What follows belongs to an exercise in optimizing a design on an open flow for small area, a short achievable clock period and few clock cycles per item; a production flow would make more cautious choices.
The RTL was checked by simulation tests, not by an equivalence proof against the original design.
Power is estimated from default activity; no workload was simulated.

== P ==
Design esckm_top, start of the top module:
module esckm_top (
    input  wire logic        aclk,
    input  wire logic        aresetn,
    input  wire logic        s_valid,
    output logic             s_ready,
    input  wire logic        s_cmd,
    input  wire logic [6:0]  s_entry_index,
    input  wire logic [7:0]  s_pattern_byte0,
    input  wire logic [7:0]  s_pattern_byte1,
    input  wire logic [7:0]  s_pattern_byte2,
    input  wire logic [7:0]  s_pattern_byte3,
    input  wire logic [7:0]  s_pattern_byte4,
    input  wire logic [2:0]  s_pattern_length,
    input  wire logic [1:0]  s_keycode_count,
    input  wire logic [7:0]  s_first_keycode,
    input  wire logic [7:0]  s_second_keycode,
    input  wire logic [7:0]  s_key_byte,
    output logic             m_valid,
    input  wire logic        m_ready,
    output logic             m_result_kind,
    output logic [7:0]       m_keycode,
    output logic             m_last_of_run,
    input  wire logic        psel,
    input  wire logic        penable,
    input  wire logic        pwrite,
    input  wire logic [2:0]  paddr,
    input  wire logic [31:0] pwdata,
    output logic      [31:0] prdata,
    output logic             pready
);
Settings: LEC_CHECK=0, CAP_MARGIN=20, CORE_MARGIN=2, CORE_UTILIZATION=35, PLACE_DENSITY=0.45, SETUP_SLACK_MARGIN=2.5, SLEW_MARGIN=20, TNS_END_PERCENT=20; clock period 5.5 ns.
run.sh (not shown) runs the stock make flow with config.mk's settings and CLKGATE_MAP_FILE= SYNTH_SCRIPT=/design/flow/synth_recipe.tcl, a recipe that flattens the netlist after the stock synthesis.
P was carried through to the last stage, and its layout satisfied the timing, DRC and antenna checks.
Testbench counts of P, summed over its fixed seeds: cycles 1,959, keys 1,935.
#### Input delta (Q over P)
Settings: PLACE_DENSITY changed from 0.45 to 0.42; TNS_END_PERCENT removed (was 20).
==> flow/flow/run.sh (new file) <==
#!/bin/bash
# Standard layout (the standard.sh, ORFS synth .. finish) with one change:
# the port buffers that global placement inserts are buf_4 cells instead of
# the cell buffer_ports picks by default (a delay buffer), so the output
# ports are driven by a regular buffer. Every port is still buffered.
set -euo pipefail
bash standard.sh finish "BUFFER_PORTS_ARGS=-buffer_cell sky130_fd_sc_hd__buf_4" > flow_make.log 2>&1
==> flow/standard.sh (new file) <==
#!/bin/bash
# synth_recipe.tcl (not shown) runs the flow's synth.tcl, then flattens the netlist and writes it again
# the make line also repeats each setting of config.mk as NAME=value (left out here)
make -C /OpenROAD-flow-scripts/flow DESIGN_CONFIG=/design/flow/config.mk WORK_HOME=/design/flow/orfs CLKGATE_MAP_FILE= SYNTH_SCRIPT=/design/flow/synth_recipe.tcl "${@:-finish}"
removed: flow/run.sh
==> comparison <==
When Q is measured against P, its met3 capacity usage during global routing turns out 0.80 points lower. The lower cell-internal power came out of Q. When the final numbers for P and Q were put side by side, the clock tree buffer count of the final layout turned out to be greater in Q. On routed wire length, Q does better than P. The switching portion of total power on P is in line with that on Q. On Q: minimum clock period after layout is 130 ps lower than what P gave. On final net count: between P and Q, it ends up higher for Q.
For R, these inputs were changed with respect to Q:
Settings: swapping 0.42 for 0.36 in PLACE_DENSITY; putting TNS_END_PERCENT at 20 where nothing was set; swapping 35 for 30 in CORE_UTILIZATION.
==> flow/run.sh (new file) <==
#!/bin/bash
# synth_recipe.tcl (not shown) runs the flow's synth.tcl, then flattens the netlist and writes it again
# the make line also repeats each setting of config.mk as NAME=value (left out here)
make -C /OpenROAD-flow-scripts/flow DESIGN_CONFIG=/design/flow/config.mk WORK_HOME=/design/flow/orfs CLKGATE_MAP_FILE= SYNTH_SCRIPT=/design/flow/synth_recipe.tcl finish
removed: flow/flow/run.sh
removed: flow/standard.sh
==> results.txt <==
In R the implementation ran to completion but is not tape-out ready, as the final checks report antenna rules. [compare] base=Q new=R: number of core rows rose 21, clock share of power rose 1.7 points, multiplexer area fraction after synthesis about even, sequential share of layout area fell 0.93 points, via count of the routed design fell 325. Compared with Q, in R number of buffers inserted by post-CTS setup repair has increased; shortest period the worst path allows has decreased.
## Diff of input files: S against R
Settings: clearing TNS_END_PERCENT, which used to be 20.
## What came out
Vias: S more than R
Of S and R, the run reporting the higher core utilization was S.
In S the share of the clock period used by the worst path turned out 1.1 points lower than in R.
Re required time reported for the critical path endpoint: S and R aren't equal, and the higher value belongs to R.
After detailed routing, R needs less wire than S.
The flow did not stop early for S: all stages ran, and the layout cleared the timing, DRC and antenna checks.
S vs. R: maximum frequency rose about 1.9%, area added between synthesis and finish up 0.87 points, post-CTS setup-driven buffer insertion count increased by 20 relative to the old numbers.

what the ideal ports hide:
Ports are ideal in the flow. The routed layouts listed here were re-timed in OpenROAD. Step 1 assumes that a clkbuf_16 drives the clock port and a buf_2 every other input. Step 2, shift: input delay + t, output delay - t, t = (earliest + latest rising clock arrival at the registers) / 2. This alone moves slack from input paths to output paths. Three values: no drivers, after step 1, after step 2; two values: the first two.
| run | t, ns | slack for setup (ns) | latest minus earliest clock arrival (ns) |
|---|---|---|---|
| P | 1.138 | 2.063 / 2.063 / 1.319 | 0.096 / 0.096 |
| Q | 1.137 | 2.189 / 2.189 / 1.741 | 0.073 / 0.073 |
| R | 1.205 | 2.200 / 2.201 / 1.296 | 0.057 / 0.056 |
| S | 1.196 | 2.261 / 2.261 / 1.484 | 0.056 / 0.056 |
For R, which loses most, drivers alone change the setup slack by +0.001 ns; drivers and shift together by -0.904 ns.
